This is an optimization exercise on Yosys and OpenROAD, whose aim is small area, a short achievable clock period and few clock cycles per item, not a production implementation.
The RTL was checked by simulation tests, not by an equivalence proof against the original design.

==> flow/design.v, too long to show whole: its modules and the start of the top module <==
// module real_mul_core: 7642 lines
// module real_mul_round: 1147 lines
// module real_mul_arbiter: 127 lines
module real_mul_arbiter #(
  parameter  int N_REQ     = 4,
  parameter  int IS_DOUBLE = 1,
  localparam int ID_W      = $clog2(N_REQ)
) (
  input  logic                  clk,
  input  logic                  rst,
  input  logic [N_REQ-1:0]      req_valid,
  output logic [N_REQ-1:0]      req_ready,
  input  logic [real_mul_arbiter_pkg::OP_W*N_REQ-1:0] req_op1,
  input  logic [real_mul_arbiter_pkg::OP_W*N_REQ-1:0] req_op2,
  output logic                  rsp_valid,
  input  logic                  rsp_ready,
  output logic [ID_W-1:0]       rsp_id,
  output logic [real_mul_arbiter_pkg::OP_W-1:0] rsp_result,
  output logic                  busy,
  output logic [real_mul_arbiter_pkg::CNT_W-1:0] ops_done
);
  // ...
==> flow/run.sh <==
#!/bin/bash
# synth_recipe.tcl (not shown) runs the flow's synth.tcl, then flattens the netlist and writes it again
# the make line also repeats each setting of config.mk as NAME=value (left out here)
make -C /OpenROAD-flow-scripts/flow DESIGN_CONFIG=/design/flow/config.mk WORK_HOME=/design/flow/orfs CLKGATE_MAP_FILE= SYNTH_SCRIPT=/design/flow/synth_recipe.tcl finish
==> flow/config.mk <==
export PLATFORM = sky130hd
export DESIGN_NAME = real_mul_arbiter
export DESIGN_NICKNAME = real_mul_arbiter
export VERILOG_FILES = /design/flow/design.v
export SDC_FILE = /design/flow/constraint.sdc
export NUM_CORES = 4
export LEC_CHECK = 0
export CAP_MARGIN = 20
export CORE_MARGIN = 2
export CORE_UTILIZATION = 40
export SLEW_MARGIN = 20
==> flow/constraint.sdc <==
create_clock -name core_clock -period 18.0 [get_ports {clk}]
set_input_delay 3.6000 -clock core_clock [delete_from_list [all_inputs] [get_ports {clk}]]
set_output_delay 3.6000 -clock core_clock [all_outputs]
set_load 0.01 [all_outputs]
==> reports/metrics.cfg, run 1 <==
[status]
status=finished clean

[cts]
cts_resized=0
h-tree-depth=2
cts_hold_buf=0

[timing]
fin_crit_ps=9920
rsz0062_at_grt=false
max_freq_ghz=0.101
hold_ws_ps=416
hold_viol_final=0

[floorplan]
die_h_um=450
coreArea_um2=198000
die_x_um=450

[critical_path]
reg2reg_to=c_res[8]$_SDFFCE_PP0P_
rrSetupSlack_ps=8320
r2r-start=b_row1[41]$_DFFE_PP_
startpoint=req_valid[3]
crit_path_end_kind=output pin

[final_layout]
nFlopsAndLatches=348
drive_above_1_share_pct=4.90
top_regs=a_op1 (64), a_op2 (64), c_res (64)
dominant_cells=multi-input combinational cells

[global_routing]
grt_first_pass_wirelength_um=551000
grt_use_met3_pct=16.4

[detailed_routing]
wl_met1_um=147000
wl_met3_um=59900
wl_per_cell_um=35.3

[logic_synthesis]
yosysMostFrequentCell=fa_1
synth_top_area_share_pct=33.6
synth-xor-area-share_pct=15.9
yosys_warnings=2
dominantRegCellSynth=edfxtp_1

[min_path]
hp-start=a_id[0]$_DFFE_PP_

[place]
dp_worst_setup_slack_ps=8030
hpwl_um=294000

Testbench counts, summed over its fixed seeds: cycles 3,224, items 3,200.
==> module real_mul_round, before the edit <==
module real_mul_round (
  input  logic [54:0] row0,
  input  logic [54:0] row1,
  input  logic        lo_cout,
  input  logic        lo_zero,
  input  logic [12:0] esum,
  input  logic        sgn,
  input  logic        is_nan,
  input  logic        is_inf,
  input  logic        is_zero,
  output logic [63:0] result
);
  logic [54:0] s;        
  logic        hi;
  logic [51:0] frac;
  logic        gbit, st, rnd;
  logic [52:0] mr;
  logic [12:0] e;
  logic g1;
  logic p2;
  logic g3;
  logic p4;
  logic g5;
  logic p6;
  logic g7;
  logic p8;
  logic g9;
  logic p10;
  logic g11;
  logic p12;
  logic g13;
  logic p14;
  logic g15;
  logic p16;
  logic g17;
  logic p18;
  logic g19;
  logic p20;
  logic g21;
  logic p22;
  logic g23;
  logic p24;
  logic g25;
  logic p26;
  logic g27;
  logic p28;
  logic g29;
  logic p30;
  logic g31;
  logic p32;
  logic g33;
  logic p34;
  logic g35;
  logic p36;
  logic g37;
  logic p38;
  logic g39;
  logic p40;
  logic g41;
  logic p42;
  logic g43;
  logic p44;
  logic g45;
  logic p46;
  logic g47;
  logic p48;
  logic g49;
  logic p50;
  logic g51;
  logic p52;
  logic g53;
  logic p54;
  logic g55;
  logic p56;
  logic g57;
  logic p58;
  logic g59;
  logic p60;
  logic g61;
  logic p62;
  logic g63;
  logic p64;
  logic g65;
  logic p66;
  logic g67;
  logic p68;
  logic g69;
  logic p70;
  logic g71;
  logic p72;
  logic g73;
  logic p74;
  logic g75;
  logic p76;
  logic g77;
  logic p78;
  logic g79;
  logic p80;
  logic g81;
  logic p82;
  logic g83;
  logic p84;
  logic g85;
  logic p86;
  logic g87;
  logic p88;
  logic g89;
  logic p90;
  logic g91;
  logic p92;
  logic g93;
  logic p94;
  logic g95;
  logic p96;
  logic g97;
  logic p98;
  logic g99;
  logic p100;
  logic g101;
  logic p102;
  logic g103;
  logic p104;
  logic g105;
  logic p106;
  logic g107;
  logic p108;
  logic g109;
  logic p110;
  logic bk111;
  logic bk112;
  logic bk113;
  logic bk114;
  logic bk115;
  logic bk116;
  logic bk117;
  logic bk118;
  logic bk119;
  logic bk120;
  logic bk121;
  logic bk122;
  logic bk123;
  logic bk124;
  logic bk125;
  logic bk126;
  logic bk127;
  logic bk128;
  logic bk129;
  logic bk130;
  logic bk131;
  logic bk132;
  logic bk133;
  logic bk134;
  logic bk135;
  logic bk136;
  logic bk137;
  logic bk138;
  logic bk139;
  logic bk140;
  logic bk141;
  logic bk142;
  logic bk143;
  logic bk144;
  logic bk145;
  logic bk146;
  logic bk147;
  logic bk148;
  logic bk149;
  logic bk150;
  logic bk151;
  logic bk152;
  logic bk153;
  logic bk154;
  logic bk155;
  logic bk156;
  logic bk157;
  logic bk158;
  logic bk159;
  logic bk160;
  logic bk161;
  logic bk162;
  logic bk163;
  logic bk164;
  logic bk165;
  logic bk166;
  logic bk167;
  logic bk168;
  logic bk169;
  logic bk170;
  logic bk171;
  logic bk172;
  logic bk173;
  logic bk174;
  logic bk175;
  logic bk176;
  logic bk177;
  logic bk178;
  logic bk179;
  logic bk180;
  logic bk181;
  logic bk182;
  logic bk183;
  logic bk184;
  logic bk185;
  logic bk186;
  logic bk187;
  logic bk188;
  logic bk189;
  logic bk190;
  logic bk191;
  logic bk192;
  logic bk193;
  logic bk194;
  logic bk195;
  logic bk196;
  logic bk197;
  logic bk198;
  logic bk199;
  logic bk200;
  logic bk201;
  logic bk202;
  logic bk203;
  logic bk204;
  logic bk205;
  logic bk206;
  logic bk207;
  logic bk208;
  logic bk209;
  logic bk210;
  logic bk211;
  logic bk212;
  logic bk213;
  logic bk214;
  logic bk215;
  logic bk216;
  logic bk217;
  logic bk218;
  logic bk219;
  logic bk220;
  logic bk221;
  logic bk222;
  logic bk223;
  logic bk224;
  logic bk225;
  logic bk226;
  logic bk227;
  logic bk228;
  logic bk229;
  logic bk230;
  logic bk231;
  logic bk232;
  logic bk233;
  logic bk234;
  logic bk235;
  logic bk236;
  logic bk237;
  logic bk238;
  logic bk239;
  logic bk240;
  logic bk241;
  logic bk242;
  logic bk243;
  logic bk244;
  logic bk245;
  logic bk246;
  logic bk247;
  logic bk248;
  logic bk249;
  logic bk250;
  logic bk251;
  logic bk252;
  logic bk253;
  logic bk254;
  logic bk255;
  logic bk256;
  logic bk257;
  logic bk258;
  logic bk259;
  logic bk260;
  logic bk261;
  logic bk262;
  logic bk263;
  logic bk264;
  logic bk265;
  logic bk266;
  logic bk267;
  logic bk268;
  logic bk269;
  logic bk270;
  logic bk271;
  logic bk272;
  logic bk273;
  logic bk274;
  logic bk275;
  logic bk276;
  logic bk277;
  logic bk278;
  logic bk279;
  logic bk280;
  logic bk281;
  logic bk282;
  logic bk283;
  logic bk284;
  logic bk285;
  logic bk286;
  logic bk287;
  logic bk288;
  logic bk289;
  logic bk290;
  logic bk291;
  logic bk292;
  logic bk293;
  logic bk294;
  logic bk295;
  logic bk296;
  logic bk297;
  logic bk298;
  logic bk299;
  logic bk300;
  logic bk301;
  logic bk302;
  logic bk303;
  logic bk304;
  logic bk305;
  logic bk306;
  logic bk307;
  logic bk308;
  logic bk309;
  logic bk310;
  logic bk311;
  logic bk312;
  logic bk313;
  logic bk314;
  logic bk315;
  logic bk316;
  logic bk317;
  logic bk318;
  logic bk319;
  logic bk320;
  logic bk321;
  logic bk322;
  logic bk323;
  logic bk324;
  logic bk325;
  logic bk326;
  logic bk327;
  logic bk328;
  logic bk329;
  logic bk330;
  logic bk331;
  logic bk332;
  logic bk333;
  logic bk334;
  logic bk335;
  logic bk336;
  logic bk337;
  logic bk338;
  logic bk339;
  logic bk340;
  logic bk341;
  logic bk342;
  logic bk343;
  logic bk344;
  logic bk345;
  logic bk346;
  logic bk347;
  logic bk348;
  logic bk349;
  logic bk350;
  logic bk351;
  logic bk352;
  logic bk353;
  logic bk354;
  logic bk355;
  logic bk356;
  logic bk357;
  logic bk358;
  logic bk359;
  logic bk360;
  logic bk361;
  logic bk362;
  logic bk363;
  logic bk364;
  logic bk365;
  logic bk366;
  logic bk367;
  logic bk368;
  logic bk369;
  logic bk370;
  logic bk371;
  logic bk372;
  logic bk373;
  logic bk374;
  logic bk375;
  logic bk376;
  logic bk377;
  logic bk378;
  logic bk379;
  logic bk380;
  logic bk381;
  logic bk382;
  logic bk383;
  logic bk384;
  logic bk385;
  logic bk386;
  logic bk387;
  logic bk388;
  logic bk389;
  logic bk390;
  logic bk391;
  logic bk392;
  logic bk393;
  logic bk394;
  logic bk395;
  logic bk396;
  logic bk397;
  logic bk398;
  logic bk399;
  logic bk400;
  logic bk401;
  logic bk402;
  logic bk403;
  logic bk404;
  logic bk405;
  logic bk406;
  logic bk407;
  logic bk408;
  logic bk409;
  logic bk410;
  logic bk411;
  logic bk412;
  logic bk413;
  logic bk414;
  logic bk415;
  logic bk416;
  logic bk417;
  logic bk418;
  logic bk419;
  logic bk420;
  logic bk421;
  logic bk422;
  logic bk423;
  logic bk424;
  logic bk425;
  logic bk426;
  logic bk427;
  logic bk428;
  logic bk429;
  logic bk430;
  logic bk431;
  logic bk432;
  logic bk433;
  logic bk434;
  logic bk435;
  logic bk436;
  logic bk437;
  logic bk438;
  logic bk439;
  logic bk440;
  logic bk441;
  logic bk442;
  logic bk443;
  logic bk444;
  logic bk445;
  logic bk446;
  logic bk447;
  logic bk448;
  logic bk449;
  logic bk450;
  logic bk451;
  logic bk452;
  logic bk453;
  logic bk454;
  logic bk455;
  logic bk456;
  logic bk457;
  logic bk458;
  logic bk459;
  logic bk460;
  logic bk461;
  logic bk462;
  logic bk463;
  logic bk464;
  logic bk465;
  logic bk466;
  logic bk467;
  logic bk468;
  logic bk469;
  logic bk470;
  logic bk471;
  logic bk472;
  logic bk473;
  logic bk474;
  logic bk475;
  logic bk476;
  logic bk477;
  logic bk478;
  logic bk479;
  logic bk480;
  logic bk481;
  logic bk482;
  logic bk483;
  logic bk484;
  logic bk485;
  logic bk486;
  logic bk487;
  logic bk488;
  logic bk489;
  logic bk490;
  logic bk491;
  logic bk492;
  logic bk493;
  logic bk494;
  logic bk495;
  logic bk496;
  logic bk497;
  logic bk498;
  logic bk499;
  logic bk500;
  assign g1 = row0[0] & row1[0];
  assign p2 = row0[0] ^ row1[0];
  assign g3 = row0[1] & row1[1];
  assign p4 = row0[1] ^ row1[1];
  assign g5 = row0[2] & row1[2];
  assign p6 = row0[2] ^ row1[2];
  assign g7 = row0[3] & row1[3];
  assign p8 = row0[3] ^ row1[3];
  assign g9 = row0[4] & row1[4];
  assign p10 = row0[4] ^ row1[4];
  assign g11 = row0[5] & row1[5];
  assign p12 = row0[5] ^ row1[5];
  assign g13 = row0[6] & row1[6];
  assign p14 = row0[6] ^ row1[6];
  assign g15 = row0[7] & row1[7];
  assign p16 = row0[7] ^ row1[7];
  assign g17 = row0[8] & row1[8];
  assign p18 = row0[8] ^ row1[8];
  assign g19 = row0[9] & row1[9];
  assign p20 = row0[9] ^ row1[9];
  assign g21 = row0[10] & row1[10];
  assign p22 = row0[10] ^ row1[10];
  assign g23 = row0[11] & row1[11];
  assign p24 = row0[11] ^ row1[11];
  assign g25 = row0[12] & row1[12];
  assign p26 = row0[12] ^ row1[12];
  assign g27 = row0[13] & row1[13];
  assign p28 = row0[13] ^ row1[13];
  assign g29 = row0[14] & row1[14];
  assign p30 = row0[14] ^ row1[14];
  assign g31 = row0[15] & row1[15];
  assign p32 = row0[15] ^ row1[15];
  assign g33 = row0[16] & row1[16];
  assign p34 = row0[16] ^ row1[16];
  assign g35 = row0[17] & row1[17];
  assign p36 = row0[17] ^ row1[17];
  assign g37 = row0[18] & row1[18];
  assign p38 = row0[18] ^ row1[18];
  assign g39 = row0[19] & row1[19];
  assign p40 = row0[19] ^ row1[19];
  assign g41 = row0[20] & row1[20];
  assign p42 = row0[20] ^ row1[20];
  assign g43 = row0[21] & row1[21];
  assign p44 = row0[21] ^ row1[21];
  assign g45 = row0[22] & row1[22];
  assign p46 = row0[22] ^ row1[22];
  assign g47 = row0[23] & row1[23];
  assign p48 = row0[23] ^ row1[23];
  assign g49 = row0[24] & row1[24];
  assign p50 = row0[24] ^ row1[24];
  assign g51 = row0[25] & row1[25];
  assign p52 = row0[25] ^ row1[25];
  assign g53 = row0[26] & row1[26];
  assign p54 = row0[26] ^ row1[26];
  assign g55 = row0[27] & row1[27];
  assign p56 = row0[27] ^ row1[27];
  assign g57 = row0[28] & row1[28];
  assign p58 = row0[28] ^ row1[28];
  assign g59 = row0[29] & row1[29];
  assign p60 = row0[29] ^ row1[29];
  assign g61 = row0[30] & row1[30];
  assign p62 = row0[30] ^ row1[30];
  assign g63 = row0[31] & row1[31];
  assign p64 = row0[31] ^ row1[31];
  assign g65 = row0[32] & row1[32];
  assign p66 = row0[32] ^ row1[32];
  assign g67 = row0[33] & row1[33];
  assign p68 = row0[33] ^ row1[33];
  assign g69 = row0[34] & row1[34];
  assign p70 = row0[34] ^ row1[34];
  assign g71 = row0[35] & row1[35];
  assign p72 = row0[35] ^ row1[35];
  assign g73 = row0[36] & row1[36];
  assign p74 = row0[36] ^ row1[36];
  assign g75 = row0[37] & row1[37];
  assign p76 = row0[37] ^ row1[37];
  assign g77 = row0[38] & row1[38];
  assign p78 = row0[38] ^ row1[38];
  assign g79 = row0[39] & row1[39];
  assign p80 = row0[39] ^ row1[39];
  assign g81 = row0[40] & row1[40];
  assign p82 = row0[40] ^ row1[40];
  assign g83 = row0[41] & row1[41];
  assign p84 = row0[41] ^ row1[41];
  assign g85 = row0[42] & row1[42];
  assign p86 = row0[42] ^ row1[42];
  assign g87 = row0[43] & row1[43];
  assign p88 = row0[43] ^ row1[43];
  assign g89 = row0[44] & row1[44];
  assign p90 = row0[44] ^ row1[44];
  assign g91 = row0[45] & row1[45];
  assign p92 = row0[45] ^ row1[45];
  assign g93 = row0[46] & row1[46];
  assign p94 = row0[46] ^ row1[46];
  assign g95 = row0[47] & row1[47];
  assign p96 = row0[47] ^ row1[47];
  assign g97 = row0[48] & row1[48];
  assign p98 = row0[48] ^ row1[48];
  assign g99 = row0[49] & row1[49];
  assign p100 = row0[49] ^ row1[49];
  assign g101 = row0[50] & row1[50];
  assign p102 = row0[50] ^ row1[50];
  assign g103 = row0[51] & row1[51];
  assign p104 = row0[51] ^ row1[51];
  assign g105 = row0[52] & row1[52];
  assign p106 = row0[52] ^ row1[52];
  assign g107 = row0[53] & row1[53];
  assign p108 = row0[53] ^ row1[53];
  assign g109 = row0[54] & row1[54];
  assign p110 = row0[54] ^ row1[54];
  assign bk111 = g1 | (p2 & lo_cout);
  assign bk112 = g3 | (p4 & bk111);
  assign bk113 = p4 & p2;
  assign bk114 = g7 | (p8 & g5);
  assign bk115 = p8 & p6;
  assign bk116 = g11 | (p12 & g9);
  assign bk117 = p12 & p10;
  assign bk118 = g15 | (p16 & g13);
  assign bk119 = p16 & p14;
  assign bk120 = g19 | (p20 & g17);
  assign bk121 = p20 & p18;
  assign bk122 = g23 | (p24 & g21);
  assign bk123 = p24 & p22;
  assign bk124 = g27 | (p28 & g25);
  assign bk125 = p28 & p26;
  assign bk126 = g31 | (p32 & g29);
  assign bk127 = p32 & p30;
  assign bk128 = g35 | (p36 & g33);
  assign bk129 = p36 & p34;
  assign bk130 = g39 | (p40 & g37);
  assign bk131 = p40 & p38;
  assign bk132 = g43 | (p44 & g41);
  assign bk133 = p44 & p42;
  assign bk134 = g47 | (p48 & g45);
  assign bk135 = p48 & p46;
  assign bk136 = g51 | (p52 & g49);
  assign bk137 = p52 & p50;
  assign bk138 = g55 | (p56 & g53);
  assign bk139 = p56 & p54;
  assign bk140 = g59 | (p60 & g57);
  assign bk141 = p60 & p58;
  assign bk142 = g63 | (p64 & g61);
  assign bk143 = p64 & p62;
  assign bk144 = g67 | (p68 & g65);
  assign bk145 = p68 & p66;
  assign bk146 = g71 | (p72 & g69);
  assign bk147 = p72 & p70;
  assign bk148 = g75 | (p76 & g73);
  assign bk149 = p76 & p74;
  assign bk150 = g79 | (p80 & g77);
  assign bk151 = p80 & p78;
  assign bk152 = g83 | (p84 & g81);
  assign bk153 = p84 & p82;
  assign bk154 = g87 | (p88 & g85);
  assign bk155 = p88 & p86;
  assign bk156 = g91 | (p92 & g89);
  assign bk157 = p92 & p90;
  assign bk158 = g95 | (p96 & g93);
  assign bk159 = p96 & p94;
  assign bk160 = g99 | (p100 & g97);
  assign bk161 = p100 & p98;
  assign bk162 = g103 | (p104 & g101);
  assign bk163 = p104 & p102;
  assign bk164 = g107 | (p108 & g105);
  assign bk165 = p108 & p106;
  assign bk166 = bk114 | (bk115 & bk112);
  assign bk167 = bk115 & bk113;
  assign bk168 = bk118 | (bk119 & bk116);
  assign bk169 = bk119 & bk117;
  assign bk170 = bk122 | (bk123 & bk120);
  assign bk171 = bk123 & bk121;
  assign bk172 = bk126 | (bk127 & bk124);
  assign bk173 = bk127 & bk125;
  assign bk174 = bk130 | (bk131 & bk128);
  assign bk175 = bk131 & bk129;
  assign bk176 = bk134 | (bk135 & bk132);
  assign bk177 = bk135 & bk133;
  assign bk178 = bk138 | (bk139 & bk136);
  assign bk179 = bk139 & bk137;
  assign bk180 = bk142 | (bk143 & bk140);
  assign bk181 = bk143 & bk141;
  assign bk182 = bk146 | (bk147 & bk144);
  assign bk183 = bk147 & bk145;
  assign bk184 = bk150 | (bk151 & bk148);
  assign bk185 = bk151 & bk149;
  assign bk186 = bk154 | (bk155 & bk152);
  assign bk187 = bk155 & bk153;
  assign bk188 = bk158 | (bk159 & bk156);
  assign bk189 = bk159 & bk157;
  assign bk190 = bk162 | (bk163 & bk160);
  assign bk191 = bk163 & bk161;
  assign bk192 = bk168 | (bk169 & bk166);
  assign bk193 = bk169 & bk167;
  assign bk194 = bk172 | (bk173 & bk170);
  assign bk195 = bk173 & bk171;
  assign bk196 = bk176 | (bk177 & bk174);
  assign bk197 = bk177 & bk175;
  assign bk198 = bk180 | (bk181 & bk178);
  assign bk199 = bk181 & bk179;
  assign bk200 = bk184 | (bk185 & bk182);
  assign bk201 = bk185 & bk183;
  assign bk202 = bk188 | (bk189 & bk186);
  assign bk203 = bk189 & bk187;
  assign bk204 = bk194 | (bk195 & bk192);
  assign bk205 = bk195 & bk193;
  assign bk206 = bk198 | (bk199 & bk196);
  assign bk207 = bk199 & bk197;
  assign bk208 = bk202 | (bk203 & bk200);
  assign bk209 = bk203 & bk201;
  assign bk210 = bk206 | (bk207 & bk204);
  assign bk211 = bk207 & bk205;
  assign bk212 = bk208 | (bk209 & bk210);
  assign bk213 = bk209 & bk211;
  assign bk214 = bk196 | (bk197 & bk204);
  assign bk215 = bk197 & bk205;
  assign bk216 = bk200 | (bk201 & bk210);
  assign bk217 = bk201 & bk211;
  assign bk218 = bk170 | (bk171 & bk192);
  assign bk219 = bk171 & bk193;
  assign bk220 = bk174 | (bk175 & bk204);
  assign bk221 = bk175 & bk205;
  assign bk222 = bk178 | (bk179 & bk214);
  assign bk223 = bk179 & bk215;
  assign bk224 = bk182 | (bk183 & bk210);
  assign bk225 = bk183 & bk211;
  assign bk226 = bk186 | (bk187 & bk216);
  assign bk227 = bk187 & bk217;
  assign bk228 = bk190 | (bk191 & bk212);
  assign bk229 = bk191 & bk213;
  assign bk230 = bk116 | (bk117 & bk166);
  assign bk231 = bk117 & bk167;
  assign bk232 = bk120 | (bk121 & bk192);
  assign bk233 = bk121 & bk193;
  assign bk234 = bk124 | (bk125 & bk218);
  assign bk235 = bk125 & bk219;
  assign bk236 = bk128 | (bk129 & bk204);
  assign bk237 = bk129 & bk205;
  assign bk238 = bk132 | (bk133 & bk220);
  assign bk239 = bk133 & bk221;
  assign bk240 = bk136 | (bk137 & bk214);
  assign bk241 = bk137 & bk215;
  assign bk242 = bk140 | (bk141 & bk222);
  assign bk243 = bk141 & bk223;
  assign bk244 = bk144 | (bk145 & bk210);
  assign bk245 = bk145 & bk211;
  assign bk246 = bk148 | (bk149 & bk224);
  assign bk247 = bk149 & bk225;
  assign bk248 = bk152 | (bk153 & bk216);
  assign bk249 = bk153 & bk217;
  assign bk250 = bk156 | (bk157 & bk226);
  assign bk251 = bk157 & bk227;
  assign bk252 = bk160 | (bk161 & bk212);
  assign bk253 = bk161 & bk213;
  assign bk254 = bk164 | (bk165 & bk228);
  assign bk255 = bk165 & bk229;
  assign bk256 = g5 | (p6 & bk112);
  assign bk257 = p6 & bk113;
  assign bk258 = g9 | (p10 & bk166);
  assign bk259 = p10 & bk167;
  assign bk260 = g13 | (p14 & bk230);
  assign bk261 = p14 & bk231;
  assign bk262 = g17 | (p18 & bk192);
  assign bk263 = p18 & bk193;
  assign bk264 = g21 | (p22 & bk232);
  assign bk265 = p22 & bk233;
  assign bk266 = g25 | (p26 & bk218);
  assign bk267 = p26 & bk219;
  assign bk268 = g29 | (p30 & bk234);
  assign bk269 = p30 & bk235;
  assign bk270 = g33 | (p34 & bk204);
  assign bk271 = p34 & bk205;
  assign bk272 = g37 | (p38 & bk236);
  assign bk273 = p38 & bk237;
  assign bk274 = g41 | (p42 & bk220);
  assign bk275 = p42 & bk221;
  assign bk276 = g45 | (p46 & bk238);
  assign bk277 = p46 & bk239;
  assign bk278 = g49 | (p50 & bk214);
  assign bk279 = p50 & bk215;
  assign bk280 = g53 | (p54 & bk240);
  assign bk281 = p54 & bk241;
  assign bk282 = g57 | (p58 & bk222);
  assign bk283 = p58 & bk223;
  assign bk284 = g61 | (p62 & bk242);
  assign bk285 = p62 & bk243;
  assign bk286 = g65 | (p66 & bk210);
  assign bk287 = p66 & bk211;
  assign bk288 = g69 | (p70 & bk244);
  assign bk289 = p70 & bk245;
  assign bk290 = g73 | (p74 & bk224);
  assign bk291 = p74 & bk225;
  assign bk292 = g77 | (p78 & bk246);
  assign bk293 = p78 & bk247;
  assign bk294 = g81 | (p82 & bk216);
  assign bk295 = p82 & bk217;
  assign bk296 = g85 | (p86 & bk248);
  assign bk297 = p86 & bk249;
  assign bk298 = g89 | (p90 & bk226);
  assign bk299 = p90 & bk227;
  assign bk300 = g93 | (p94 & bk250);
  assign bk301 = p94 & bk251;
  assign bk302 = g97 | (p98 & bk212);
  assign bk303 = p98 & bk213;
  assign bk304 = g101 | (p102 & bk252);
  assign bk305 = p102 & bk253;
  assign bk306 = g105 | (p106 & bk228);
  assign bk307 = p106 & bk229;
  assign bk308 = g109 | (p110 & bk254);
  assign bk309 = p110 & bk255;
  assign s[0] = p2 ^ lo_cout;
  assign s[1] = p4 ^ bk111;
  assign s[2] = p6 ^ bk112;
  assign s[3] = p8 ^ bk256;
  assign s[4] = p10 ^ bk166;
  assign s[5] = p12 ^ bk258;
  assign s[6] = p14 ^ bk230;
  assign s[7] = p16 ^ bk260;
  assign s[8] = p18 ^ bk192;
  assign s[9] = p20 ^ bk262;
  assign s[10] = p22 ^ bk232;
  assign s[11] = p24 ^ bk264;
  assign s[12] = p26 ^ bk218;
  assign s[13] = p28 ^ bk266;
  assign s[14] = p30 ^ bk234;
  assign s[15] = p32 ^ bk268;
  assign s[16] = p34 ^ bk204;
  assign s[17] = p36 ^ bk270;
  assign s[18] = p38 ^ bk236;
  assign s[19] = p40 ^ bk272;
  assign s[20] = p42 ^ bk220;
  assign s[21] = p44 ^ bk274;
  assign s[22] = p46 ^ bk238;
  assign s[23] = p48 ^ bk276;
  assign s[24] = p50 ^ bk214;
  assign s[25] = p52 ^ bk278;
  assign s[26] = p54 ^ bk240;
  assign s[27] = p56 ^ bk280;
  assign s[28] = p58 ^ bk222;
  assign s[29] = p60 ^ bk282;
  assign s[30] = p62 ^ bk242;
  assign s[31] = p64 ^ bk284;
  assign s[32] = p66 ^ bk210;
  assign s[33] = p68 ^ bk286;
  assign s[34] = p70 ^ bk244;
  assign s[35] = p72 ^ bk288;
  assign s[36] = p74 ^ bk224;
  assign s[37] = p76 ^ bk290;
  assign s[38] = p78 ^ bk246;
  assign s[39] = p80 ^ bk292;
  assign s[40] = p82 ^ bk216;
  assign s[41] = p84 ^ bk294;
  assign s[42] = p86 ^ bk248;
  assign s[43] = p88 ^ bk296;
  assign s[44] = p90 ^ bk226;
  assign s[45] = p92 ^ bk298;
  assign s[46] = p94 ^ bk250;
  assign s[47] = p96 ^ bk300;
  assign s[48] = p98 ^ bk212;
  assign s[49] = p100 ^ bk302;
  assign s[50] = p102 ^ bk252;
  assign s[51] = p104 ^ bk304;
  assign s[52] = p106 ^ bk228;
  assign s[53] = p108 ^ bk306;
  assign s[54] = p110 ^ bk254;
  assign bk310 = 1'b0 | (frac[0] & rnd);
  assign bk311 = 1'b0 | (frac[1] & bk310);
  assign bk312 = frac[1] & frac[0];
  assign bk313 = 1'b0 | (frac[3] & 1'b0);
  assign bk314 = frac[3] & frac[2];
  assign bk315 = 1'b0 | (frac[5] & 1'b0);
  assign bk316 = frac[5] & frac[4];
  assign bk317 = 1'b0 | (frac[7] & 1'b0);
  assign bk318 = frac[7] & frac[6];
  assign bk319 = 1'b0 | (frac[9] & 1'b0);
  assign bk320 = frac[9] & frac[8];
  assign bk321 = 1'b0 | (frac[11] & 1'b0);
  assign bk322 = frac[11] & frac[10];
  assign bk323 = 1'b0 | (frac[13] & 1'b0);
  assign bk324 = frac[13] & frac[12];
  assign bk325 = 1'b0 | (frac[15] & 1'b0);
  assign bk326 = frac[15] & frac[14];
  assign bk327 = 1'b0 | (frac[17] & 1'b0);
  assign bk328 = frac[17] & frac[16];
  assign bk329 = 1'b0 | (frac[19] & 1'b0);
  assign bk330 = frac[19] & frac[18];
  assign bk331 = 1'b0 | (frac[21] & 1'b0);
  assign bk332 = frac[21] & frac[20];
  assign bk333 = 1'b0 | (frac[23] & 1'b0);
  assign bk334 = frac[23] & frac[22];
  assign bk335 = 1'b0 | (frac[25] & 1'b0);
  assign bk336 = frac[25] & frac[24];
  assign bk337 = 1'b0 | (frac[27] & 1'b0);
  assign bk338 = frac[27] & frac[26];
  assign bk339 = 1'b0 | (frac[29] & 1'b0);
  assign bk340 = frac[29] & frac[28];
  assign bk341 = 1'b0 | (frac[31] & 1'b0);
  assign bk342 = frac[31] & frac[30];
  assign bk343 = 1'b0 | (frac[33] & 1'b0);
  assign bk344 = frac[33] & frac[32];
  assign bk345 = 1'b0 | (frac[35] & 1'b0);
  assign bk346 = frac[35] & frac[34];
  assign bk347 = 1'b0 | (frac[37] & 1'b0);
  assign bk348 = frac[37] & frac[36];
  assign bk349 = 1'b0 | (frac[39] & 1'b0);
  assign bk350 = frac[39] & frac[38];
  assign bk351 = 1'b0 | (frac[41] & 1'b0);
  assign bk352 = frac[41] & frac[40];
  assign bk353 = 1'b0 | (frac[43] & 1'b0);
  assign bk354 = frac[43] & frac[42];
  assign bk355 = 1'b0 | (frac[45] & 1'b0);
  assign bk356 = frac[45] & frac[44];
  assign bk357 = 1'b0 | (frac[47] & 1'b0);
  assign bk358 = frac[47] & frac[46];
  assign bk359 = 1'b0 | (frac[49] & 1'b0);
  assign bk360 = frac[49] & frac[48];
  assign bk361 = 1'b0 | (frac[51] & 1'b0);
  assign bk362 = frac[51] & frac[50];
  assign bk363 = bk313 | (bk314 & bk311);
  assign bk364 = bk314 & bk312;
  assign bk365 = bk317 | (bk318 & bk315);
  assign bk366 = bk318 & bk316;
  assign bk367 = bk321 | (bk322 & bk319);
  assign bk368 = bk322 & bk320;
  assign bk369 = bk325 | (bk326 & bk323);
  assign bk370 = bk326 & bk324;
  assign bk371 = bk329 | (bk330 & bk327);
  assign bk372 = bk330 & bk328;
  assign bk373 = bk333 | (bk334 & bk331);
  assign bk374 = bk334 & bk332;
  assign bk375 = bk337 | (bk338 & bk335);
  assign bk376 = bk338 & bk336;
  assign bk377 = bk341 | (bk342 & bk339);
  assign bk378 = bk342 & bk340;
  assign bk379 = bk345 | (bk346 & bk343);
  assign bk380 = bk346 & bk344;
  assign bk381 = bk349 | (bk350 & bk347);
  assign bk382 = bk350 & bk348;
  assign bk383 = bk353 | (bk354 & bk351);
  assign bk384 = bk354 & bk352;
  assign bk385 = bk357 | (bk358 & bk355);
  assign bk386 = bk358 & bk356;
  assign bk387 = bk361 | (bk362 & bk359);
  assign bk388 = bk362 & bk360;
  assign bk389 = bk365 | (bk366 & bk363);
  assign bk390 = bk366 & bk364;
  assign bk391 = bk369 | (bk370 & bk367);
  assign bk392 = bk370 & bk368;
  assign bk393 = bk373 | (bk374 & bk371);
  assign bk394 = bk374 & bk372;
  assign bk395 = bk377 | (bk378 & bk375);
  assign bk396 = bk378 & bk376;
  assign bk397 = bk381 | (bk382 & bk379);
  assign bk398 = bk382 & bk380;
  assign bk399 = bk385 | (bk386 & bk383);
  assign bk400 = bk386 & bk384;
  assign bk401 = bk391 | (bk392 & bk389);
  assign bk402 = bk392 & bk390;
  assign bk403 = bk395 | (bk396 & bk393);
  assign bk404 = bk396 & bk394;
  assign bk405 = bk399 | (bk400 & bk397);
  assign bk406 = bk400 & bk398;
  assign bk407 = bk403 | (bk404 & bk401);
  assign bk408 = bk404 & bk402;
  assign bk409 = bk405 | (bk406 & bk407);
  assign bk410 = bk406 & bk408;
  assign bk411 = bk393 | (bk394 & bk401);
  assign bk412 = bk394 & bk402;
  assign bk413 = bk397 | (bk398 & bk407);
  assign bk414 = bk398 & bk408;
  assign bk415 = bk367 | (bk368 & bk389);
  assign bk416 = bk368 & bk390;
  assign bk417 = bk371 | (bk372 & bk401);
  assign bk418 = bk372 & bk402;
  assign bk419 = bk375 | (bk376 & bk411);
  assign bk420 = bk376 & bk412;
  assign bk421 = bk379 | (bk380 & bk407);
  assign bk422 = bk380 & bk408;
  assign bk423 = bk383 | (bk384 & bk413);
  assign bk424 = bk384 & bk414;
  assign bk425 = bk387 | (bk388 & bk409);
  assign bk426 = bk388 & bk410;
  assign bk427 = bk315 | (bk316 & bk363);
  assign bk428 = bk316 & bk364;
  assign bk429 = bk319 | (bk320 & bk389);
  assign bk430 = bk320 & bk390;
  assign bk431 = bk323 | (bk324 & bk415);
  assign bk432 = bk324 & bk416;
  assign bk433 = bk327 | (bk328 & bk401);
  assign bk434 = bk328 & bk402;
  assign bk435 = bk331 | (bk332 & bk417);
  assign bk436 = bk332 & bk418;
  assign bk437 = bk335 | (bk336 & bk411);
  assign bk438 = bk336 & bk412;
  assign bk439 = bk339 | (bk340 & bk419);
  assign bk440 = bk340 & bk420;
  assign bk441 = bk343 | (bk344 & bk407);
  assign bk442 = bk344 & bk408;
  assign bk443 = bk347 | (bk348 & bk421);
  assign bk444 = bk348 & bk422;
  assign bk445 = bk351 | (bk352 & bk413);
  assign bk446 = bk352 & bk414;
  assign bk447 = bk355 | (bk356 & bk423);
  assign bk448 = bk356 & bk424;
  assign bk449 = bk359 | (bk360 & bk409);
  assign bk450 = bk360 & bk410;
  assign bk451 = 1'b0 | (frac[2] & bk311);
  assign bk452 = frac[2] & bk312;
  assign bk453 = 1'b0 | (frac[4] & bk363);
  assign bk454 = frac[4] & bk364;
  assign bk455 = 1'b0 | (frac[6] & bk427);
  assign bk456 = frac[6] & bk428;
  assign bk457 = 1'b0 | (frac[8] & bk389);
  assign bk458 = frac[8] & bk390;
  assign bk459 = 1'b0 | (frac[10] & bk429);
  assign bk460 = frac[10] & bk430;
  assign bk461 = 1'b0 | (frac[12] & bk415);
  assign bk462 = frac[12] & bk416;
  assign bk463 = 1'b0 | (frac[14] & bk431);
  assign bk464 = frac[14] & bk432;
  assign bk465 = 1'b0 | (frac[16] & bk401);
  assign bk466 = frac[16] & bk402;
  assign bk467 = 1'b0 | (frac[18] & bk433);
  assign bk468 = frac[18] & bk434;
  assign bk469 = 1'b0 | (frac[20] & bk417);
  assign bk470 = frac[20] & bk418;
  assign bk471 = 1'b0 | (frac[22] & bk435);
  assign bk472 = frac[22] & bk436;
  assign bk473 = 1'b0 | (frac[24] & bk411);
  assign bk474 = frac[24] & bk412;
  assign bk475 = 1'b0 | (frac[26] & bk437);
  assign bk476 = frac[26] & bk438;
  assign bk477 = 1'b0 | (frac[28] & bk419);
  assign bk478 = frac[28] & bk420;
  assign bk479 = 1'b0 | (frac[30] & bk439);
  assign bk480 = frac[30] & bk440;
  assign bk481 = 1'b0 | (frac[32] & bk407);
  assign bk482 = frac[32] & bk408;
  assign bk483 = 1'b0 | (frac[34] & bk441);
  assign bk484 = frac[34] & bk442;
  assign bk485 = 1'b0 | (frac[36] & bk421);
  assign bk486 = frac[36] & bk422;
  assign bk487 = 1'b0 | (frac[38] & bk443);
  assign bk488 = frac[38] & bk444;
  assign bk489 = 1'b0 | (frac[40] & bk413);
  assign bk490 = frac[40] & bk414;
  assign bk491 = 1'b0 | (frac[42] & bk445);
  assign bk492 = frac[42] & bk446;
  assign bk493 = 1'b0 | (frac[44] & bk423);
  assign bk494 = frac[44] & bk424;
  assign bk495 = 1'b0 | (frac[46] & bk447);
  assign bk496 = frac[46] & bk448;
  assign bk497 = 1'b0 | (frac[48] & bk409);
  assign bk498 = frac[48] & bk410;
  assign bk499 = 1'b0 | (frac[50] & bk449);
  assign bk500 = frac[50] & bk450;
  assign mr[0] = frac[0] ^ rnd;
  assign mr[1] = frac[1] ^ bk310;
  assign mr[2] = frac[2] ^ bk311;
  assign mr[3] = frac[3] ^ bk451;
  assign mr[4] = frac[4] ^ bk363;
  assign mr[5] = frac[5] ^ bk453;
  assign mr[6] = frac[6] ^ bk427;
  assign mr[7] = frac[7] ^ bk455;
  assign mr[8] = frac[8] ^ bk389;
  assign mr[9] = frac[9] ^ bk457;
  assign mr[10] = frac[10] ^ bk429;
  assign mr[11] = frac[11] ^ bk459;
  assign mr[12] = frac[12] ^ bk415;
  assign mr[13] = frac[13] ^ bk461;
  assign mr[14] = frac[14] ^ bk431;
  assign mr[15] = frac[15] ^ bk463;
  assign mr[16] = frac[16] ^ bk401;
  assign mr[17] = frac[17] ^ bk465;
  assign mr[18] = frac[18] ^ bk433;
  assign mr[19] = frac[19] ^ bk467;
  assign mr[20] = frac[20] ^ bk417;
  assign mr[21] = frac[21] ^ bk469;
  assign mr[22] = frac[22] ^ bk435;
  assign mr[23] = frac[23] ^ bk471;
  assign mr[24] = frac[24] ^ bk411;
  assign mr[25] = frac[25] ^ bk473;
  assign mr[26] = frac[26] ^ bk437;
  assign mr[27] = frac[27] ^ bk475;
  assign mr[28] = frac[28] ^ bk419;
  assign mr[29] = frac[29] ^ bk477;
  assign mr[30] = frac[30] ^ bk439;
  assign mr[31] = frac[31] ^ bk479;
  assign mr[32] = frac[32] ^ bk407;
  assign mr[33] = frac[33] ^ bk481;
  assign mr[34] = frac[34] ^ bk441;
  assign mr[35] = frac[35] ^ bk483;
  assign mr[36] = frac[36] ^ bk421;
  assign mr[37] = frac[37] ^ bk485;
  assign mr[38] = frac[38] ^ bk443;
  assign mr[39] = frac[39] ^ bk487;
  assign mr[40] = frac[40] ^ bk413;
  assign mr[41] = frac[41] ^ bk489;
  assign mr[42] = frac[42] ^ bk445;
  assign mr[43] = frac[43] ^ bk491;
  assign mr[44] = frac[44] ^ bk423;
  assign mr[45] = frac[45] ^ bk493;
  assign mr[46] = frac[46] ^ bk447;
  assign mr[47] = frac[47] ^ bk495;
  assign mr[48] = frac[48] ^ bk409;
  assign mr[49] = frac[49] ^ bk497;
  assign mr[50] = frac[50] ^ bk449;
  assign mr[51] = frac[51] ^ bk499;
  assign mr[52] = bk425;
  assign hi   = s[54];
  assign frac = hi ? s[53:2] : s[52:1];
  assign gbit = hi ? s[1] : s[0];
  assign st   = (hi & s[0]) | ~lo_zero;
  assign rnd  = gbit & (st | frac[0]);
  assign e    = esum + {11'd0, {1'b0, hi} + {1'b0, mr[52]}};
  always_comb begin
    if (is_nan)
      result = 64'h7FF8000000000000;
    else if (is_inf)
      result = {sgn, 11'h7FF, 52'd0};
    else if (is_zero)
      result = {sgn, 63'd0};
    else if (!e[12] && e[11:0] >= 12'd2047)
      result = {sgn, 11'h7FF, 52'd0};
    else if (e[12] || e == '0)
      result = {sgn, 63'd0};
    else
      result = {sgn, e[10:0], mr[51:0]};
  end
endmodule
==> module real_mul_arbiter, before the edit <==
module real_mul_arbiter #(
  parameter  int N_REQ     = 4,
  parameter  int IS_DOUBLE = 1,
  localparam int ID_W      = $clog2(N_REQ)
) (
  input  logic                  clk,
  input  logic                  rst,
  input  logic [N_REQ-1:0]      req_valid,
  output logic [N_REQ-1:0]      req_ready,
  input  logic [real_mul_arbiter_pkg::OP_W*N_REQ-1:0] req_op1,
  input  logic [real_mul_arbiter_pkg::OP_W*N_REQ-1:0] req_op2,
  output logic                  rsp_valid,
  input  logic                  rsp_ready,
  output logic [ID_W-1:0]       rsp_id,
  output logic [real_mul_arbiter_pkg::OP_W-1:0] rsp_result,
  output logic                  busy,
  output logic [real_mul_arbiter_pkg::CNT_W-1:0] ops_done
);
  localparam int W  = real_mul_arbiter_pkg::OP_W;
  localparam int RW = real_mul_arbiter_pkg::ROW_W;
  logic [ID_W-1:0] rr_ptr;
  logic [ID_W-1:0] gnt_idx;
  logic [ID_W-1:0] idx;
  logic            gnt_any;
  logic            acc, adv_a, adv_b, adv_c, take;
  logic            a_v;
  logic [ID_W-1:0] a_id;
  logic [W-1:0]    a_op1, a_op2;
  logic            b_v;
  logic [ID_W-1:0] b_id;
  logic [RW-1:0]   b_row0, b_row1, m_row0, m_row1;
  logic            b_cout, b_zero_lo, m_cout, m_zero_lo;
  logic [12:0]     b_esum, m_esum;
  logic            b_sgn, b_nan, b_inf, b_zero;
  logic            m_sgn, m_nan, m_inf, m_zero;
  logic            c_v;
  logic [ID_W-1:0] c_id;
  logic [W-1:0]    c_res, m_res;
  always_comb begin
    gnt_any = 1'b0;
    gnt_idx = '0;
    idx     = '0;
    for (int k = N_REQ - 1; k >= 0; k--) begin
      idx = ID_W'((int'(rr_ptr) + k) % N_REQ);
      if (req_valid[idx]) begin
        gnt_any = 1'b1;
        gnt_idx = idx;
      end
    end
  end
  assign take  = c_v & rsp_ready;
  assign adv_c = ~c_v | rsp_ready;
  assign adv_b = ~b_v | adv_c;
  assign adv_a = ~a_v | adv_b;
  assign acc   = rst & gnt_any & adv_a;
  always_comb begin
    req_ready = '0;
    if (acc) req_ready[gnt_idx] = 1'b1;
  end
  assign busy       = a_v | b_v | c_v;
  assign rsp_valid  = c_v;
  assign rsp_id     = c_id;
  assign rsp_result = c_res;
  always_ff @(posedge clk or negedge rst) begin
    if (!rst) begin
      rr_ptr   <= '0;
      a_v      <= 1'b0;
      b_v      <= 1'b0;
      c_v      <= 1'b0;
      ops_done <= '0;
    end else begin
      if (acc)   rr_ptr <= (gnt_idx == ID_W'(N_REQ - 1)) ? '0 : gnt_idx + 1'b1;
      if (adv_a) a_v <= acc;
      if (adv_b) b_v <= a_v;
      if (adv_c) c_v <= b_v;
      if (take)  ops_done <= ops_done + 1'b1;
    end
  end
  always_ff @(posedge clk) begin
    if (acc) begin
      a_op1 <= req_op1[gnt_idx*W +: W];
      a_op2 <= req_op2[gnt_idx*W +: W];
      a_id  <= gnt_idx;
    end
    if (adv_b) begin
      b_id      <= a_id;
      b_row0    <= m_row0;
      b_row1    <= m_row1;
      b_cout    <= m_cout;
      b_zero_lo <= m_zero_lo;
      b_esum    <= m_esum;
      b_sgn     <= m_sgn;
      b_nan     <= m_nan;
      b_inf     <= m_inf;
      b_zero    <= m_zero;
    end
    if (adv_c) begin
      c_id  <= b_id;
      c_res <= m_res;
    end
  end
  real_mul_core u_core (
    .op1    (a_op1),
    .op2    (a_op2),
    .row0   (m_row0),
    .row1   (m_row1),
    .lo_cout(m_cout),
    .lo_zero(m_zero_lo),
    .esum   (m_esum),
    .sgn    (m_sgn),
    .is_nan (m_nan),
    .is_inf (m_inf),
    .is_zero(m_zero)
  );
  real_mul_round u_round (
    .row0   (b_row0),
    .row1   (b_row1),
    .lo_cout(b_cout),
    .lo_zero(b_zero_lo),
    .esum   (b_esum),
    .sgn    (b_sgn),
    .is_nan (b_nan),
    .is_inf (b_inf),
    .is_zero(b_zero),
    .result (m_res)
  );
endmodule
==> run 2: changes to the inputs <==
--- a/flow/design.v
+++ b/flow/design.v
@@ -9,16 +9,18 @@
   output logic [54:0] row0,      
   output logic [54:0] row1,      
   output logic        lo_cout,   
   output logic        lo_zero,   
   output logic [12:0] esum,      
   output logic        sgn,
   output logic        is_nan,
   output logic        is_inf,
+  output logic [2:0]  e_ovf,     
+  output logic [2:0]  e_unf,     
   output logic        is_zero
 );
   logic [10:0] ea, eb;
   logic [52:0] x, y;
   logic neg0, one0, two0;
   logic [53:0] pp0, xn0;
   logic neg1, one1, two1;
   logic [53:0] pp1, xn1;
@@ -3073,16 +3075,22 @@
   assign x  = {1'b1, op1[51:0]};
   assign y  = {1'b1, op2[51:0]};
   assign sgn = op1[63] ^ op2[63];
   assign esum = {2'b00, ea} + {2'b00, eb} - 13'd1023;
   assign is_nan  = ((&ea) && op1[51:0] != '0) || ((&eb) && op2[51:0] != '0) ||
                    ((&ea) && eb == '0) || ((&eb) && ea == '0);
   assign is_inf  = (&ea) || (&eb);
   assign is_zero = (ea == '0) || (eb == '0);
+  assign e_ovf[0] = !esum[12] && esum[11:0] >= 12'd2047;
+  assign e_ovf[1] = !esum[12] && esum[11:0] >= 12'd2046;
+  assign e_ovf[2] = !esum[12] && esum[11:0] >= 12'd2045;
+  assign e_unf[0] = esum[12] || esum == '0;
+  assign e_unf[1] = esum[12];
+  assign e_unf[2] = esum[12] && esum != '1;
   assign neg0 = y[1] & ~(y[0] & 1'b0);
   assign one0 = y[0] ^ 1'b0;
   assign two0 = (y[1] & ~y[0] & ~1'b0) | (~y[1] & y[0] & 1'b0);
   assign xn0 = {1'b0, x} ^ {54{neg0}};
   assign pp0[0] = (one0 & xn0[0]) | (two0 & neg0);
   assign pp0[1] = (one0 & xn0[1]) | (two0 & xn0[0]);
   assign pp0[2] = (one0 & xn0[2]) | (two0 & xn0[1]);
   assign pp0[3] = (one0 & xn0[3]) | (two0 & xn0[2]);
@@ -7650,24 +7658,27 @@
   input  logic [54:0] row1,
   input  logic        lo_cout,
   input  logic        lo_zero,
   input  logic [12:0] esum,
   input  logic        sgn,
   input  logic        is_nan,
   input  logic        is_inf,
   input  logic        is_zero,
+  input  logic [2:0]  e_ovf,
+  input  logic [2:0]  e_unf,
   output logic [63:0] result
 );
   logic [54:0] s;        
   logic        hi;
   logic [51:0] frac;
   logic        gbit, st, rnd;
   logic [52:0] mr;
-  logic [12:0] e;
+  logic [10:0] e, e1, e2;
+  logic        ovf, unf;
   logic g1;
   logic p2;
   logic g3;
   logic p4;
   logic g5;
   logic p6;
   logic g7;
   logic p8;
@@ -8771,30 +8782,34 @@
   assign mr[50] = frac[50] ^ bk449;
   assign mr[51] = frac[51] ^ bk499;
   assign mr[52] = bk425;
   assign hi   = s[54];
   assign frac = hi ? s[53:2] : s[52:1];
   assign gbit = hi ? s[1] : s[0];
   assign st   = (hi & s[0]) | ~lo_zero;
   assign rnd  = gbit & (st | frac[0]);
-  assign e    = esum + {11'd0, {1'b0, hi} + {1'b0, mr[52]}};
+  assign e1   = esum[10:0] + 11'd1;
+  assign e2   = esum[10:0] + 11'd2;
+  always_comb begin
+    case ({hi, mr[52]})
+      2'b00:   begin e = esum[10:0]; ovf = e_ovf[0]; unf = e_unf[0]; end
+      2'b11:   begin e = e2;         ovf = e_ovf[2]; unf = e_unf[2]; end
+      default: begin e = e1;         ovf = e_ovf[1]; unf = e_unf[1]; end
+    endcase
+  end
   always_comb begin
     if (is_nan)
       result = 64'h7FF8000000000000;
-    else if (is_inf)
-      result = {sgn, 11'h7FF, 52'd0};
-    else if (is_zero)
-      result = {sgn, 63'd0};
-    else if (!e[12] && e[11:0] >= 12'd2047)
+    else if (is_inf || ovf)
       result = {sgn, 11'h7FF, 52'd0};
-    else if (e[12] || e == '0)
+    else if (is_zero || unf)
       result = {sgn, 63'd0};
     else
-      result = {sgn, e[10:0], mr[51:0]};
+      result = {sgn, e, mr[51:0]};
   end
 endmodule
 module real_mul_arbiter #(
   parameter  int N_REQ     = 4,
   parameter  int IS_DOUBLE = 1,
   localparam int ID_W      = $clog2(N_REQ)
 ) (
   input  logic                  clk,
@@ -8807,91 +8822,105 @@
   input  logic                  rsp_ready,
   output logic [ID_W-1:0]       rsp_id,
   output logic [real_mul_arbiter_pkg::OP_W-1:0] rsp_result,
   output logic                  busy,
   output logic [real_mul_arbiter_pkg::CNT_W-1:0] ops_done
 );
   localparam int W  = real_mul_arbiter_pkg::OP_W;
   localparam int RW = real_mul_arbiter_pkg::ROW_W;
-  logic [ID_W-1:0] rr_ptr;
-  logic [ID_W-1:0] gnt_idx;
-  logic [ID_W-1:0] idx;
-  logic            gnt_any;
-  logic            acc, adv_a, adv_b, adv_c, take;
+  logic [N_REQ-1:0][N_REQ-1:0] prec;
+  logic [N_REQ-1:0][N_REQ-1:0] prec_nxt;
+  logic [N_REQ-1:0] gnt;
+  logic [ID_W-1:0]  gnt_idx;
+  logic             can, acc, adv_a, adv_b, adv_c, take;
   logic            a_v;
   logic [ID_W-1:0] a_id;
-  logic [W-1:0]    a_op1, a_op2;
+  logic [W-1:0]    a_op1, a_op2, sel_op1, sel_op2;
   logic            b_v;
   logic [ID_W-1:0] b_id;
   logic [RW-1:0]   b_row0, b_row1, m_row0, m_row1;
   logic            b_cout, b_zero_lo, m_cout, m_zero_lo;
   logic [12:0]     b_esum, m_esum;
   logic            b_sgn, b_nan, b_inf, b_zero;
+  logic [2:0]      b_ovf, b_unf, m_ovf, m_unf;
   logic            m_sgn, m_nan, m_inf, m_zero;
   logic            c_v;
   logic [ID_W-1:0] c_id;
   logic [W-1:0]    c_res, m_res;
   always_comb begin
-    gnt_any = 1'b0;
-    gnt_idx = '0;
-    idx     = '0;
-    for (int k = N_REQ - 1; k >= 0; k--) begin
-      idx = ID_W'((int'(rr_ptr) + k) % N_REQ);
-      if (req_valid[idx]) begin
-        gnt_any = 1'b1;
-        gnt_idx = idx;
+    for (int j = 0; j < N_REQ; j++)
+      gnt[j] = req_valid[j] & ~|(req_valid & prec[j]);
+  end
+  always_comb begin
+    for (int j = 0; j < N_REQ; j++)
+      for (int k = 0; k < N_REQ; k++) begin
+        prec_nxt[j][k] = 1'b0;
+        for (int g = 0; g < N_REQ; g++)
+          if (gnt[g] && k != j && ((k - g - 1 + 2 * N_REQ) % N_REQ) < ((j - g - 1 + 2 * N_REQ) % N_REQ))
+            prec_nxt[j][k] = 1'b1;
       end
+  end
+  always_comb begin
+    gnt_idx = '0;
+    sel_op1 = '0;
+    sel_op2 = '0;
+    for (int j = 0; j < N_REQ; j++) begin
+      if (gnt[j]) gnt_idx = gnt_idx | ID_W'(j);
+      sel_op1 = sel_op1 | (req_op1[j*W +: W] & {W{gnt[j]}});
+      sel_op2 = sel_op2 | (req_op2[j*W +: W] & {W{gnt[j]}});
     end
   end
+  assign can   = ~(a_v & b_v & c_v) | rsp_ready;
+  assign acc   = rst & can & |req_valid;
   assign take  = c_v & rsp_ready;
   assign adv_c = ~c_v | rsp_ready;
   assign adv_b = ~b_v | adv_c;
   assign adv_a = ~a_v | adv_b;
-  assign acc   = rst & gnt_any & adv_a;
-  always_comb begin
-    req_ready = '0;
-    if (acc) req_ready[gnt_idx] = 1'b1;
-  end
+  assign req_ready  = gnt & {N_REQ{rst & can}};
   assign busy       = a_v | b_v | c_v;
   assign rsp_valid  = c_v;
   assign rsp_id     = c_id;
   assign rsp_result = c_res;
   always_ff @(posedge clk or negedge rst) begin
     if (!rst) begin
-      rr_ptr   <= '0;
+      for (int j = 0; j < N_REQ; j++)
+        for (int k = 0; k < N_REQ; k++)
+          prec[j][k] <= (k < j);
       a_v      <= 1'b0;
       b_v      <= 1'b0;
       c_v      <= 1'b0;
       ops_done <= '0;
     end else begin
-      if (acc)   rr_ptr <= (gnt_idx == ID_W'(N_REQ - 1)) ? '0 : gnt_idx + 1'b1;
+      if (acc) prec <= prec_nxt;
       if (adv_a) a_v <= acc;
       if (adv_b) b_v <= a_v;
       if (adv_c) c_v <= b_v;
       if (take)  ops_done <= ops_done + 1'b1;
     end
   end
   always_ff @(posedge clk) begin
     if (acc) begin
-      a_op1 <= req_op1[gnt_idx*W +: W];
-      a_op2 <= req_op2[gnt_idx*W +: W];
+      a_op1 <= sel_op1;
+      a_op2 <= sel_op2;
       a_id  <= gnt_idx;
     end
     if (adv_b) begin
       b_id      <= a_id;
       b_row0    <= m_row0;
       b_row1    <= m_row1;
       b_cout    <= m_cout;
       b_zero_lo <= m_zero_lo;
       b_esum    <= m_esum;
       b_sgn     <= m_sgn;
       b_nan     <= m_nan;
       b_inf     <= m_inf;
       b_zero    <= m_zero;
+      b_ovf     <= m_ovf;
+      b_unf     <= m_unf;
     end
     if (adv_c) begin
       c_id  <= b_id;
       c_res <= m_res;
     end
   end
   real_mul_core u_core (
     .op1    (a_op1),
@@ -8899,23 +8928,27 @@
     .row0   (m_row0),
     .row1   (m_row1),
     .lo_cout(m_cout),
     .lo_zero(m_zero_lo),
     .esum   (m_esum),
     .sgn    (m_sgn),
     .is_nan (m_nan),
     .is_inf (m_inf),
+    .e_ovf  (m_ovf),
+    .e_unf  (m_unf),
     .is_zero(m_zero)
   );
   real_mul_round u_round (
     .row0   (b_row0),
     .row1   (b_row1),
     .lo_cout(b_cout),
     .lo_zero(b_zero_lo),
     .esum   (b_esum),
     .sgn    (b_sgn),
     .is_nan (b_nan),
     .is_inf (b_inf),
     .is_zero(b_zero),
+    .e_ovf  (b_ovf),
+    .e_unf  (b_unf),
     .result (m_res)
   );
 endmodule
==> flow/flow/run.sh (new file) <==
#!/bin/bash
# Standard synthesis and layout; repair_timing aims for extra setup slack so that the
# critical paths are sized and buffered for a period well below the clock period.
set -euo pipefail
bash standard.sh SETUP_SLACK_MARGIN=10 finish > standard.log 2>&1
==> flow/standard.sh (new file) <==
#!/bin/bash
# synth_recipe.tcl (not shown) runs the flow's synth.tcl, then flattens the netlist and writes it again
# the make line also repeats each setting of config.mk as NAME=value (left out here)
make -C /OpenROAD-flow-scripts/flow DESIGN_CONFIG=/design/flow/config.mk WORK_HOME=/design/flow/orfs CLKGATE_MAP_FILE= SYNTH_SCRIPT=/design/flow/synth_recipe.tcl "${@:-finish}"
removed: flow/run.sh
==> reports/metrics.cfg, run 2 <==
[logic_synthesis]
dominantRegCellSynth=edfxtp_1
syn_nets=10140
synth_compound_area_share_pct=17.5
synth-adder-area-share_pct=38.9
synth.avg_cell_area_um2=9.87
synth_cells=7973
synth_mux_area_share_pct=1.30
synth-xor-area-share_pct=15.9  ; about the same
synth_cell_types=66
yosysMostFrequentCell=fa_1
postSynth.asyncResetShare_pct=8.56
synth-seq-cells=362
synth_top_family_by_area=adder cells
synth-edff-count=331
yosysSeqAreaShare_pct=13.6
synth_commonest_cells=fa_1 (1336), a22oi_1 (1200), xnor2_1 (740)
syn_area_um2=78700
synth_top_area_share_pct=34.0  ; +0.40 points
synth_simple_gate_area_share_pct=5.89
synthTopCellsByArea=fa_1 (34%), edfxtp_1 (13%), a22oi_1 (11%), xnor2_1 (8.2%), xor2_1 (7.7%)
synth_area_leader_cell=fa_1
yosys_warnings=2  ; unchanged

[global_routing]
grt_first_pass_wirelength_um=526000  ; -4.5%
grt_usage_pct=36.8
antenna_found_initial=36
overflow=0
grt_max_degree=85
grt_pass1_vias=73636

[place]
globalplace.congestion=1.02
io_buffers=606
place_area_um2=87800
hpwl_um=278000  ; -5.4%

[floorplan]
io_pins=607
coreArea_um2=195000  ; -1.2%
row_count=162
die_area_um2=200000
die_h_um=448  ; -0.62%
die_x_um=448  ; -0.62%
initial_utilization_pct=40.3

[detailed_routing]
vias=70698
first_pass_iters=9
wl_per_cell_um=34.4  ; -2.6%
ant_nets=0
finalWirelength_um=376000
drt_iter0_markers=8850
drc_errors=0
vias_per_cell=6.46

[final_layout]
seq_area_um2=10700
num-fill-cells=18295
drive_above_1_share_pct=7.02  ; +2.1 points
most-common-layout-cells=fa_1 (1334), a22oi_1 (1198), xnor2_1 (740), inv_1 (709), xor2_1 (688)
multi_input_area_um2=63400
nNetsFinal=10423
area_growth_pct=15.4
final_common_cell=fa_1
final_cell_area_um2=90900
top_regs=a_op1 (64), a_op2 (64), c_res (64)

[critical_path]
crit_family=simple AND/OR/NAND/NOR gates
r2r-start=a_op1[2]$_DFFE_PP_
cp.buffers_inverters=3
slowest_stage=nand4_1
critical_path_class=primary input to output pin
rrSetupSlack_ps=10000  ; +1680 ps
crit_arrival_ps=4440
cp_max_fo=4
cp_data_required_time_ps=14400
cp-start-kind=primary input
cpPeakStageDelay_ps=210
reg2reg_to=b_cout$_DFFE_PP_
path_cells=buf_12 > buf_4 > nand2_2 > nand4_1 > nor2_4 > buf_6
crit_path_end_kind=output pin
reg2reg_depth=20

[timing]
setup_viol=0
fin_crit_ps=8040  ; -1880 ps
max_freq_ghz=0.124  ; +23%
worst_slew_pin_slew_ps=1220
min_period_over_period_pct=44.7
maxSlewHeadroom_pct=17.6
hold_viol_final=0  ; unchanged
drv_slew=0
fin_skew_ps=62.0
rsz0062_at_grt=true
setup_tns_ps=0

[cts]
insertion_delay_ps=690
path_clk_slew_ps=60
cts_tree=built
cts_hold_buf=0  ; unchanged
cts_buffers=45
clockBufferDepth=3
clock-sinks=362
h-tree-depth=2  ; unchanged
root_buffer=clkbuf_16

[status]
status=finished clean

[min_path]
hp-start=a_id[1]$_SDFFCE_PP1P_
min_path_type=flip-flop to flip-flop
holdPathStages=0
whs_endpoint=b_id[1]$_DFFE_PP_

[run]
cap_viol_max_count=0

==> run 2: cell types whose count changed after synthesis, moves of 7 or more <==
cell	before	now
a21o_1	24	38
a21oi_1	242	276
a22oi_1	937	1200
a31oi_1	166	37
and3_1	144	6
buf_1	203	225
clkbuf_1	530	493
ha_1	305	312
inv_1	725	716
mux2i_1	87	80
nand2_1	693	316
xnor2_1	929	740
xor2_1	517	689
==> run 2: metrics by stage <==
stage | instances | hold WS [ps] | worst slack [ps] | util [%]
floorplan | 7973 | 400 | 9880 | -
global placement | 10730 | 409 | 7990 | 45.0
detailed placement | 10730 | 407 | 7940 | 45.0
CTS | 10862 | 422 | 10000 | 46.1
global route | 10924 | 426 | 9960 | 46.5
finish | 10942 | 421 | 9960 | 46.5
==> run 2: logic make-up after synthesis <==
family,after synthesis
simple gates,989
buf+inv,1446
mux,100
fa+ha+maj,1648
xor+xnor,1429
flops,362
compound gates,1999
==> run 2: area by class of cell <==
cell class	instances	area share (%)
Multi-Input combinational cell	6171	69.8
Sequential cell	362	11.8
Timing Repair Buffer	950	9.93
Tap cell	2624	3.61
Inverter	726	3.02
Clock buffer	53	1.32
Clock inverter	31	0.452
Antenna cell	25	0.0689
==> run 2: layer usage <==
layer	global-route usage (%)	vias to the layer above	share of wire, %
met3	14.0	1809	14
met4	25.0	20	8.9
met5	0.342	-	0.076
li1	-	27862	-
met2	56.0	5679	43
met1	43.1	35328	35
==> run 2: worst max path at each step <==
stage | start | end | depth (start not counted)
6_report | req_valid[0] | req_ready[1] | 6
3_5_place_dp | b_row0[13]$_DFFE_PP_ | c_res[32]$_SDFFCE_PP0P_ | 27
3_3_place_gp | b_row0[13]$_DFFE_PP_ | c_res[21]$_SDFFCE_PP0P_ | 27
2_1_floorplan | rsp_ready | b_cout$_DFFE_PP_ | 1
5_1_grt | req_valid[0] | req_ready[1] | 6
4_1_cts | rsp_ready | req_ready[1] | 6
==> run 2: timing repair <==
action	4_1_cts	5_1_grt
pin swaps	15	25
gates resized for setup	114	67
setup endpoints to repair	69	69
cloned	5	4
buffers inserted	43	49
Testbench counts of run 2, summed over its fixed seeds: cycles 3,224, items 3,200.

[re-timing with driven ports]
How much do the figures lean on ideal ports? The routed layouts below were timed once more, with nothing changed but the port constraints. Step 1 assumes that a clkbuf_16 drives the clock port and a buf_2 every other input. Step 2 also shifts input and output timing later by t, the mid clock arrival at the registers, as if the neighbouring blocks saw the same clock. Three values: ideal, step 1, step 2; two values: the first two.
run	t (ns)	slack for setup (ns)	pins driven straight from the clock port
run 1	0.726	8.081 / 8.058 / 8.058	1
run 2	0.728	9.957 / 9.910 / 9.910	1
After both steps every run listed still meets setup and hold. For run 2, which loses most, drivers alone change the setup slack by -0.047 ns; drivers and shift together by -0.047 ns.
